From an optimization exercise on the open Yosys and OpenROAD flow, aimed at small area and a short achievable clock period; shortcuts taken in it are not production practice. RTL that was checked went through simulation tests only; none was proved equivalent to the original. Function not checked in run 2: the RTL went through the layout flow alone. No activity file was given, so power comes from the tool's default toggle rates.

==> design/flow/design.v <==
module i2c_eeprom_slave #(
    parameter logic [6:0]  DEV_ADDR  = 7'h50,
    parameter int unsigned MEM_DEPTH = 256,
    parameter int unsigned PAGE_SIZE = 8
) (
    input  logic       clk,
    input  logic       rst_n,
    input  logic       i2c_scl,
    input  logic       i2c_sda_in,
    output logic       i2c_sda_oe,
    output logic       busy,
    output logic       wr_valid,
    output logic [7:0] wr_addr,
    output logic [7:0] wr_data
);
    localparam int unsigned AW = $clog2(MEM_DEPTH);
    typedef enum logic [3:0] {
        S_IDLE, S_DEV, S_DEV_ACK, S_WADDR, S_WADDR_ACK,
        S_WDATA, S_WDATA_ACK, S_RDATA, S_RACK, S_WAIT_STOP
    } state_t;
    state_t        r_state;
    state_t        w_state_nxt;
    logic [1:0]    r_scl_sync;
    logic [1:0]    r_sda_sync;
    logic          r_scl_d;
    logic          r_sda_d;
    logic [7:0]    r_shift;
    logic [3:0]    r_cnt;
    logic [AW-1:0] r_ptr;
    logic          r_ack;
    logic          r_sda_oe;
    logic          r_busy;
    logic          r_wr_valid;
    logic [7:0]    r_wr_addr;
    logic [7:0]    r_wr_data;
    logic [3:0]    r_rot;
    logic          r_pend_v;
    logic [7:0]    r_pend_addr;
    logic [7:0]    r_pend_data;
    logic [7:0]    r_rd_buf;
    logic [127:0]  r_ring [16];
    logic [7:0]    w_tap;
    logic          w_pend_ins;
    logic          w_scl;
    logic          w_sda;
    logic          w_scl_rise;
    logic          w_scl_fall;
    logic          w_start;
    logic          w_stop;
    logic          w_byte_done;
    logic          w_addr_match;
    logic [7:0]    w_shift_in;
    logic [7:0]    w_rd_byte;
    logic [AW-1:0] w_rd_ptr_nxt;
    logic [AW-1:0] w_wr_ptr_nxt;
    logic          w_oe_nxt;
    logic          w_busy_nxt;
    logic          w_mem_we;
    logic          w_tx_load;
    always_ff @(posedge clk or negedge rst_n) begin
        if (!rst_n) begin
            r_scl_sync <= '1;
            r_sda_sync <= '1;
            r_scl_d    <= 1'b1;
            r_sda_d    <= 1'b1;
        end else begin
            r_scl_sync <= {r_scl_sync[0], i2c_scl};
            r_sda_sync <= {r_sda_sync[0], i2c_sda_in};
            r_scl_d    <= r_scl_sync[1];
            r_sda_d    <= r_sda_sync[1];
        end
    end
    assign w_scl        = r_scl_sync[1];
    assign w_sda        = r_sda_sync[1];
    assign w_scl_rise   = w_scl & ~r_scl_d;
    assign w_scl_fall   = ~w_scl & r_scl_d;
    assign w_start      = w_scl & r_scl_d & r_sda_d & ~w_sda;
    assign w_stop       = w_scl & r_scl_d & ~r_sda_d & w_sda;
    assign w_byte_done  = (r_cnt == 4'd8);
    assign w_addr_match = (r_shift[7:1] == DEV_ADDR);
    assign w_shift_in   = {r_shift[6:0], w_sda};
    assign w_rd_byte    = r_rd_buf;
    assign w_rd_ptr_nxt = (r_ptr == AW'(MEM_DEPTH - 1)) ? '0 : r_ptr + 1'b1;
    assign w_wr_ptr_nxt = w_rd_ptr_nxt;
    always_ff @(posedge clk or negedge rst_n) begin
        if (!rst_n) r_state <= S_IDLE;
        else        r_state <= w_state_nxt;
    end
    always_comb begin
        w_state_nxt = r_state;
        if (w_start) begin
            w_state_nxt = S_DEV;
        end else if (w_stop) begin
            w_state_nxt = S_IDLE;
        end else if (w_scl_fall) begin
            case (r_state)
                S_DEV:       if (w_byte_done) w_state_nxt = w_addr_match ? S_DEV_ACK : S_WAIT_STOP;
                S_DEV_ACK:   w_state_nxt = r_shift[0] ? S_RDATA : S_WADDR;
                S_WADDR:     if (w_byte_done) w_state_nxt = S_WADDR_ACK;
                S_WADDR_ACK: w_state_nxt = S_WDATA;
                S_WDATA:     if (w_byte_done) w_state_nxt = S_WDATA_ACK;
                S_WDATA_ACK: w_state_nxt = S_WDATA;
                S_RDATA:     if (w_byte_done) w_state_nxt = S_RACK;
                S_RACK:      w_state_nxt = r_ack ? S_WAIT_STOP : S_RDATA;
                default:     ;
            endcase
        end
    end
    always_comb begin
        w_oe_nxt   = r_sda_oe;
        w_busy_nxt = r_busy;
        w_mem_we   = (r_state == S_WDATA) && w_scl_rise && (r_cnt == 4'd7);
        w_tx_load  = 1'b0;
        if (w_start || w_stop) begin
            w_oe_nxt = 1'b0;
            if (w_stop) w_busy_nxt = 1'b0;
        end else if (w_scl_fall) begin
            case (w_state_nxt)
                S_DEV_ACK, S_WADDR_ACK, S_WDATA_ACK: w_oe_nxt = 1'b1;
                S_RDATA: begin
                    if (r_state != S_RDATA) begin
                        w_tx_load = 1'b1;
                        w_oe_nxt  = ~w_rd_byte[7];
                    end else begin
                        w_oe_nxt  = ~r_shift[6];
                    end
                end
                default: w_oe_nxt = 1'b0;
            endcase
            if (w_state_nxt == S_DEV_ACK)
                w_busy_nxt = 1'b1;
            else if (r_state == S_DEV && w_state_nxt == S_WAIT_STOP)
                w_busy_nxt = 1'b0;
        end
    end
    always_ff @(posedge clk or negedge rst_n) begin
        if (!rst_n) begin
            r_shift    <= '0;
            r_cnt      <= '0;
            r_ptr      <= '0;
            r_ack      <= 1'b1;
            r_sda_oe   <= 1'b0;
            r_busy     <= 1'b0;
            r_wr_valid <= 1'b0;
            r_wr_addr  <= '0;
            r_wr_data  <= '0;
        end else begin
            r_sda_oe   <= w_oe_nxt;
            r_busy     <= w_busy_nxt;
            r_wr_valid <= w_mem_we;
            if (w_start || w_stop) begin
                r_cnt <= '0;
            end else if (w_tx_load) begin
                r_shift <= w_rd_byte;
                r_cnt   <= '0;
                r_ptr   <= w_rd_ptr_nxt;
            end else begin
                case (r_state)
                    S_DEV, S_WADDR, S_WDATA: begin
                        if (w_scl_rise && !w_byte_done) begin
                            r_shift <= w_shift_in;
                            r_cnt   <= r_cnt + 4'd1;
                        end else if (w_scl_fall && w_byte_done) begin
                            r_cnt <= '0;
                            if (r_state == S_WADDR) r_ptr <= AW'(r_shift);
                        end
                        if (w_mem_we) begin
                            r_wr_addr <= 8'(r_ptr);
                            r_wr_data <= w_shift_in;
                            r_ptr     <= w_wr_ptr_nxt;
                        end
                    end
                    S_RDATA: begin
                        if (w_scl_rise)
                            r_cnt <= r_cnt + 4'd1;
                        else if (w_scl_fall && !w_byte_done)
                            r_shift <= {r_shift[6:0], 1'b0};
                    end
                    S_RACK: begin
                        if (w_scl_rise) r_ack <= w_sda;
                    end
                    default: ;
                endcase
            end
        end
    end
    always_ff @(posedge clk) begin
        r_rot <= r_rot + 4'd1;
    end
    assign w_pend_ins = r_pend_v && (r_rot == r_pend_addr[3:0]);
    for (genvar h = 0; h < 16; h++) begin : g_ring
        always_ff @(posedge clk) begin
            r_ring[h] <= {(w_pend_ins && r_pend_addr[7:4] == 4'(h)) ? r_pend_data : r_ring[h][7:0],
                          r_ring[h][127:8]};
        end
    end
    assign w_tap = r_ring[r_ptr[7:4]][7:0];
    always_ff @(posedge clk) begin
        if (w_mem_we) begin
            r_pend_v    <= 1'b1;
            r_pend_addr <= 8'(r_ptr);
            r_pend_data <= w_shift_in;
        end else if (w_pend_ins) begin
            r_pend_v    <= 1'b0;
        end
    end
    always_ff @(posedge clk) begin
        if (r_pend_v && r_pend_addr == 8'(r_ptr))
            r_rd_buf <= r_pend_data;
        else if (r_rot == r_ptr[3:0])
            r_rd_buf <= w_tap;
    end
    assign i2c_sda_oe = r_sda_oe;
    assign busy       = r_busy;
    assign wr_valid   = r_wr_valid;
    assign wr_addr    = r_wr_addr;
    assign wr_data    = r_wr_data;
endmodule
==> design/flow/run.sh <==
#!/bin/bash
# synth_recipe.tcl (not shown) runs the flow's synth.tcl, then flattens the netlist and writes it again
# the make line also repeats each setting of config.mk as NAME=value (left out here)
make -C /OpenROAD-flow-scripts/flow DESIGN_CONFIG=/design/flow/config.mk WORK_HOME=/design/flow/orfs CLKGATE_MAP_FILE= SYNTH_SCRIPT=/design/flow/synth_recipe.tcl finish
==> design/flow/config.mk <==
export PLATFORM = sky130hd
export DESIGN_NAME = i2c_eeprom_slave
export DESIGN_NICKNAME = i2c_eeprom_slave
export VERILOG_FILES = /design/flow/design.v
export SDC_FILE = /design/flow/constraint.sdc
export NUM_CORES = 4
export LEC_CHECK = 0
export CAP_MARGIN = 20
export CORE_MARGIN = 2
export CORE_UTILIZATION = 40
export SLEW_MARGIN = 20
==> design/flow/constraint.sdc <==
create_clock -name core_clock -period 4.5 [get_ports {clk}]
set_input_delay 0.9000 -clock core_clock [delete_from_list [all_inputs] [get_ports {clk}]]
set_output_delay 0.9000 -clock core_clock [all_outputs]
set_load 0.01 [all_outputs]
==> summary.txt, run 1 <==
status - complete, no violations
Worst Skew - 0.0210 ns
Startpoint Class - flip-flop
worst hold path class - primary input to asynchronous set/reset pin
Layout Utilization - 47.2%
min Tclk post-route - 2.98 ns
post-route cell area - 55,800 µm²
setup TNS - 0 ns
core area - 118,000 µm²
Cell Rows - 126
via count - 19,100
placed cell count - 4,272
IO Port Bufs - 22
Setup Crit Path Kind - flip-flop to flip-flop
routability cong. - 0.896
Syn Nets - 2,753
Die X - 349 µm
initial antenna violation count - 3
commonest non-fill, non-tap cells in the layout - 2,053 x dfxtp_1, 183 x clkbuf_16, 151 x mux2_2
final setup fails - 0
FF-to-FF End - r_ptr[4]
Final Instance Count excl. Fillers - 4,598
ys flop type - dfxtp_1
vias per cell - 4.15
number of hold-repair buffers added at the cts stage - 0
R2R Setup Slk - 1.52 ns
Num Clock Sinks - 2,127
Yosys reg bits - 2,127
Critical Path Fanout Max - 18
Detailed Route WL - 74.3 mm
CP endpoint kind - flip-flop
Fmax - 0.335 GHz
clk buf depth - 3
Clock Pin Slew Worst Setup and Hold Paths - 0.06 ns
Worst slew margin - 22.9%
Slew Viols, Final - 0
final worst path period share - 66.3%
fin nets - 2,926
count of cell types in the netlist - 77
Total Routing Usage GR - 12.3%
worst slew pin tran - 1.15 ns
vias in the first global route - 18,600
worst reg-to-reg path cell count - 8
Post-CTS Setup Inserts - 0
H-tree depth - 4
cts repair resizes - 0
total die area - 122,000 µm²
register area share after synthesis - 90.3%
IO Pins - 23
Mapped Area - 47,700 µm²
Power, Total - 0.0349 W
Avg Inst Size Synth - 17.4 µm²
YS warnings - 2
number of max-cap violations - 0
clock latency (worst-skew pair) - 0.75 ns
RSZ-0062 raised after global routing - no
global-route wire length before repair - 112 mm
grt ovf - 0
leakage - 22.3 nW
Hold Violations, Final - 0
DP HPWL - 45.9 mm
router iterations before antenna repair - 8
Synth async-reset ratio - 2.35%
Root Buffer - clkbuf_16
Post-Syn Instances - 2,745
Starting Density - 40.3%
commonest non-fill, non-tap cell in the layout - dfxtp_1
Post-DRT Antenna Nets - 0
WP data arrival - 3.62 ns
CTS tree - done
pwr dens - 626 nW/µm²
Max VDD drop - 358 µV
drt wl/cell - 16.2 µm
EDFF count, synth - 24
reg2reg start - r_state[2]
Area growth syn-to-layout - 17.1%
Area after DPL - 49,800 µm²
WP data required - 5.13 ns
layout cells sized above 1 - 15.8%
Die Y - 349 µm
DRC viols - 0
pin count of the biggest net entering global routing - 43
TritonCTS Buffers - 180
1st-iter DRT viols - 1,165
## where the power goes
part           switching (W)  internal (W)
logic               0.000261      0.000205
registers           0.000195        0.0190
clock network        0.00648       0.00883
total                0.00693        0.0280
## per-stage QoR
step | worst slack (ns) | hold slack (ns)
2_1_floorplan | 1.56 | 0.310
3_3_place_gp | 1.60 | 0.310
3_5_place_dp | 1.59 | 0.312
4_1_cts | 1.58 | 0.104
5_1_grt | 1.33 | 0.133
6_report | 1.52 | 0.143
## layer usage
layer / up-vias / wire [µm] / part of all wire (%) / global-route usage, %
li1: 9295 / - / - / -
met1: 9213 / 38400 / 52 / 17.9
met2: 421 / 30300 / 41 / 17.5
met3: 150 / 3280 / 4.4 / 2.91
met4: 0 / 2230 / 3.0 / 4.97
met5: - / 0 / 0 / 0
## area by class of cell
type                    count  area, µm²
repair buffers             38        355
flip-flops and latches   2127      43100
well taps                1536       1920
diodes                      2       5.00
multi-input cells         555       4370
clock buffers             272       5370
clock inverters            52        676
fillers                  9877      62400
inverters                  16       60.1
## flip-flops by register name (all words and copies together) (netlist names), 2 cells and up
| register | count |
|---|---|
| r_cnt | 4 |
| r_pend_addr | 8 |
| r_pend_data | 8 |
| r_ptr | 8 |
| r_rd_buf | 8 |
| r_ring | 2048 |
| r_rot | 4 |
| r_scl_sync | 2 |
| r_sda_sync | 2 |
| r_shift | 8 |
| r_state | 4 |
| r_wr_addr | 8 |
| r_wr_data | 8 |
## how the worst max path moves through the flow
stage,cells past startpoint,slack (ns),startpoint,to
floorplan,3,1.56,r_state[0],r_pend_addr[0]
global placement,7,1.60,r_pend_addr[1],r_ring[10][126]
detailed placement,8,1.59,r_state[2],r_ptr[4]
CTS,8,1.58,r_state[2],r_ptr[4]
global route,8,1.33,r_state[2],r_ptr[2]
finish,8,1.52,r_state[2],r_ptr[4]
## logic make-up (layout without fill, tap and decap cells)
logic type | after synthesis | in the layout | share of synthesized area (%)
XOR/XNOR | 18 | 18 | 0.331
flip-flops | 2127 | 2127 | 90.3
adder cells (fa/ha/maj) | 4 | 4 | 0.105
AO/OA/AOI/OAI | 149 | 149 | 2.16
AND/OR/NAND/NOR | 197 | 197 | 2.16
other | 0 | 2 | 0
buffers and inverters | 63 | 378 | 0.546
multiplexers | 187 | 187 | 4.38
## cells in the mapped netlist, types with 3 or more instances
cell type	n	share of area (%)
xnor2_1	10	0.18
ha_1	4	0.10
nor3_2	3	0.063
nand2_1	49	0.39
a22oi_1	10	0.16
mux2_1	3	0.071
dfrtp_1	43	2.3
edfxtp_1	24	1.5
o31ai_1	3	0.047
dfstp_2	7	0.39
nor2b_1	8	0.10
a21oi_1	35	0.37
a22o_1	5	0.092
nor2_1	57	0.45
mux2_2	151	3.6
and3_1	3	0.039
a31oi_1	8	0.10
or4_1	3	0.047
o22ai_1	13	0.17
nor3b_1	4	0.063
nand3b_1	4	0.063
a221oi_1	5	0.092
buf_1	7	0.055
mux2i_1	31	0.65
a32oi_1	5	0.092
inv_1	16	0.13
nand4_1	4	0.052
clkbuf_1	31	0.24
a211oi_1	3	0.047
nor4_1	4	0.052
nand2b_1	13	0.17
buf_2	7	0.073
nand3_1	20	0.21
a21o_1	4	0.063
o21ai_0	27	0.28
dfxtp_1	2053	86
xor2_1	8	0.15
or3_1	3	0.039
nor3_1	7	0.073
## worst max-delay path, stage by stage (launching register included)
cell,delay [ns]
dfrtp_1,0.58
o31a_1,0.41
nor3_4,0.38
o21ai_1,0.16
a31oi_4,0.25
nor2_2,0.09
a21oi_4,0.38
mux2_1,0.37
o221a_1,0.23
==> run 2: changes to the inputs <==
--- a/design/flow/design.v
+++ b/design/flow/design.v
@@ -33,14 +33,7 @@
     logic          r_wr_valid;
     logic [7:0]    r_wr_addr;
     logic [7:0]    r_wr_data;
-    logic [3:0]    r_rot;
-    logic          r_pend_v;
-    logic [7:0]    r_pend_addr;
-    logic [7:0]    r_pend_data;
-    logic [7:0]    r_rd_buf;
-    logic [127:0]  r_ring [16];
-    logic [7:0]    w_tap;
-    logic          w_pend_ins;
+    logic [7:0]    r_mem [MEM_DEPTH];
     logic          w_scl;
     logic          w_sda;
     logic          w_scl_rise;
@@ -79,7 +72,7 @@
     assign w_byte_done  = (r_cnt == 4'd8);
     assign w_addr_match = (r_shift[7:1] == DEV_ADDR);
     assign w_shift_in   = {r_shift[6:0], w_sda};
-    assign w_rd_byte    = r_rd_buf;
+    assign w_rd_byte    = r_mem[r_ptr];
     assign w_rd_ptr_nxt = (r_ptr == AW'(MEM_DEPTH - 1)) ? '0 : r_ptr + 1'b1;
     assign w_wr_ptr_nxt = w_rd_ptr_nxt;
     always_ff @(posedge clk or negedge rst_n) begin
@@ -185,30 +178,7 @@
         end
     end
     always_ff @(posedge clk) begin
-        r_rot <= r_rot + 4'd1;
-    end
-    assign w_pend_ins = r_pend_v && (r_rot == r_pend_addr[3:0]);
-    for (genvar h = 0; h < 16; h++) begin : g_ring
-        always_ff @(posedge clk) begin
-            r_ring[h] <= {(w_pend_ins && r_pend_addr[7:4] == 4'(h)) ? r_pend_data : r_ring[h][7:0],
-                          r_ring[h][127:8]};
-        end
-    end
-    assign w_tap = r_ring[r_ptr[7:4]][7:0];
-    always_ff @(posedge clk) begin
-        if (w_mem_we) begin
-            r_pend_v    <= 1'b1;
-            r_pend_addr <= 8'(r_ptr);
-            r_pend_data <= w_shift_in;
-        end else if (w_pend_ins) begin
-            r_pend_v    <= 1'b0;
-        end
-    end
-    always_ff @(posedge clk) begin
-        if (r_pend_v && r_pend_addr == 8'(r_ptr))
-            r_rd_buf <= r_pend_data;
-        else if (r_rot == r_ptr[3:0])
-            r_rd_buf <= w_tap;
+        if (w_mem_we) r_mem[r_ptr] <= w_shift_in;
     end
     assign i2c_sda_oe = r_sda_oe;
     assign busy       = r_busy;
==> run 2 against run 1 <==
Compared with the run above:
- first-iteration DRC count grew to 4.7 times the previous value
- register-to-register slack worse by 1.2 ns
- clock skew grew 0.041 ns
- worst setup slack worse by 1.2 ns
- synthesized area rose by 72%
- synthesized cell count grew 45%
- global-route usage rose by 9.5 points
- wire length rose to 3.1 times the previous value
- worst hold slack improved by 0.22 ns
- cell count is 54% higher
- critical endpoint is now r_shift[1]
- largest power group unchanged
- total power rose by 17%
- non-clock buffer count grew 255
==> summary.txt, run 2 <==
status - complete, no violations
count of cell types in the netlist - 76
Post-DRT Antenna Nets - 0
Clock Pin Slew Worst Setup and Hold Paths - 0.06 ns
vias per cell - 5.98
RSZ-0062 raised after global routing - no
YS warnings - 1
leakage - 29.0 nW
Max VDD drop - 333 µV
Critical Path Fanout Max - 33
EDFF count, synth - 2,048
Setup Crit Path Kind - flip-flop to flip-flop
Synth async-reset ratio - 2.38%
Avg Inst Size Synth - 20.6 µm²
Startpoint Class - flip-flop
reg2reg start - r_ptr[1]
Post-Syn Instances - 3,977
via count - 42,400
clk buf depth - 3
Die X - 457 µm
pin count of the biggest net entering global routing - 198
CTS tree - done
Total Routing Usage GR - 21.7%
total die area - 209,000 µm²
Final Instance Count excl. Fillers - 7,090
synth cell count leaders - 2,048 x edfxtp_1, 509 x mux4_2, 295 x nor2_1, 138 x nand2_1, 112 x mux2i_1
ys flop type - edfxtp_1
pwr dens - 436 nW/µm²
hold path start - r_scl_sync[0]
Starting Density - 40.2%
cell with the most instances after synthesis - edfxtp_1
max reg flops - 2,048
Most flops, register - r_mem
Num Clock Sinks - 2,098
final setup fails - 0
router iterations before antenna repair - 7
global-route wire length before repair - 324 mm
Worst Skew - 0.0620 ns
1st-iter DRT viols - 5,467
vias in the first global route - 41,800
routability cong. - 0.899
initial antenna violation count - 10
R2R Setup Slk - 0.29 ns
DP HPWL - 142 mm
IO Port Bufs - 22
Critical Path Source - r_ptr[1]
Area growth syn-to-layout - 14.6%
placed cell count - 6,703
worst hold path class - flip-flop to flip-flop
setup TNS - 0 ns
Mapped Area - 82,000 µm²
Root Buffer - clkbuf_16
core area - 204,000 µm²
Worst slew margin - 26.0%
final worst path period share - 93.6%
Die Y - 457 µm
IO Pins - 23
layout cells sized above 1 - 26.2%
Yosys reg bits - 2,098
grt ovf - 0
DRC viols - 0
fin nets - 4,237
Cell Rows - 166
commonest non-fill, non-tap cell in the layout - edfxtp_1
largest area contributor in the netlist - edfxtp_1
register area share after synthesis - 76.5%
WP data arrival - 4.90 ns
Synth top area share - 75.0%
H-tree depth - 4
min Tclk post-route - 4.21 ns
top cells by area, synth - edfxtp_1 75%, mux4_2 14%, mux2i_1 1.4%
commonest non-fill, non-tap cells in the layout - 2,048 x edfxtp_1, 509 x mux4_2, 291 x nor2_1
Slew Viols, Final - 0
worst slew pin tran - 1.11 ns
# fillers - 16,900
TritonCTS Buffers - 209
Fmax - 0.237 GHz
CP endpoint kind - flip-flop
Syn Nets - 3,987
Detailed Route WL - 230 mm
WP data required - 5.19 ns
drt wl/cell - 32.4 µm
number of max-cap violations - 0
Hold Violations, Final - 0
clock latency (worst-skew pair) - 0.89 ns
run 2: cell types whose count changed in the layout (fill, tap and decap cells not counted), sizes merged, moves of 89 or more:
cell,before,now
dfxtp,2053,0
edfxtp,24,2048
mux4,2,509
buf,17,271
nor2,58,295
mux2,154,5
nand2,49,138
run 2: kinds of logic after synthesis:
kind of cell             count (synthesis)  synth area share [%]
flip-flops                            2098                  76.5
AND/OR/NAND/NOR                        657                  3.69
multiplexers                           626                  15.4
AO/OA/AOI/OAI                          321                  2.70
buffers and inverters                  267                  1.59
adder cells (fa/ha/maj)                  6                0.0915
XOR/XNOR                                 2                0.0214
run 2: what timing repair did:
item | 4_1_cts | 5_1_grt
hold buffers | 1 | 0
setup buffers | 0 | 0
setup endpoints to repair | 0 | 2
endpoints found under the hold margin | 7 | 0
gates resized for setup | 0 | 1
run 2: layout make-up:
| type | instances | area [µm²] | share of cell area, % |
|---|---|---|---|
| sequential | 2098 | 62800 | 66.8 |
| multi-input combinational | 1612 | 18100 | 19.3 |
| clock buffer | 265 | 5500 | 5.85 |
| tap | 2688 | 3360 | 3.58 |
| timing repair buffer | 293 | 2760 | 2.93 |
| clock inverter | 120 | 1370 | 1.46 |
| inverter | 13 | 53.8 | 0.0572 |
| antenna | 1 | 2.50 | 0.00266 |
run 2: worst paths after layout:
check                                endpoint  depth (start not counted)
worst max-delay path               r_shift[1]                          9
worst min-delay path            r_scl_sync[1]                          0
worst max register to register     r_shift[1]                          9
worst min register to register  r_scl_sync[1]                          0
max in group asynchronous          r_shift[6]                          3
min in group asynchronous        r_wr_data[0]                          2
run 2: power breakdown:
| group | switching [W] | internal (W) |
|---|---|---|
| combinational | 0.00109 | 0.0000949 |
| sequential | 0.0000904 | 0.0223 |
| clock | 0.00763 | 0.00982 |
| total | 0.00881 | 0.0322 |
run 2: per-stage QoR:
stage	utilization, %	total power (W)	worst slack [ns]	hold WS [ns]	instance area, µm²
floorplan	-	0.0233	0.438	0.345	82000
global placement	42.7	0.0239	0.147	0.350	87100
detailed placement	42.7	0.0240	0.258	0.348	87100
CTS	46.0	0.0412	0.219	0.362	94000
global route	46.0	0.0420	0.301	0.366	94000
finish	46.0	0.0410	0.289	0.361	94000
run 2: routing by layer:
layer | global-route usage, % | part of all wire, %
met5 | 0 | 0.012
met4 | 8.42 | 4.1
met3 | 4.58 | 9.2
met2 | 33.1 | 46
met1 | 30.8 | 40
run 2: worst max-delay path, stage by stage, from the launching register on:
cell	delay, ns
dfrtp_4	1.03
buf_4	0.45
buf_4	0.25
mux4_2	0.32
a22oi_1	0.29
a21oi_1	0.33
nor4_1	0.76
nand3_1	0.29
nor2_1	0.17
a21oi_1	0.08

re-timing with driven ports:
How much do the figures lean on ideal ports? The routed layouts below were timed once more, with nothing changed but the port constraints. Step 1 (the two cells are an assumption about what drives the block):
set clk [get_ports {clk}]
set_driving_cell -lib_cell sky130_fd_sc_hd__clkbuf_16 $clk
set_driving_cell -lib_cell sky130_fd_sc_hd__buf_2 [delete_from_list [all_inputs] $clk]
Step 2 also shifts input and output timing later by t, the mid clock arrival at the registers, as if the neighbouring blocks saw the same clock. a / b / c = ideal ports / drivers / drivers and shift; a / b = the first two.
run	t (ns)	slack for setup (ns)	worst slew at a driven data input, ns
run 1	0.808	1.518 / 1.518 / 1.518	0.04
run 2	0.953	0.289 / 0.289 / 0.289	0.03
After both steps setup and hold are still met in every run listed.
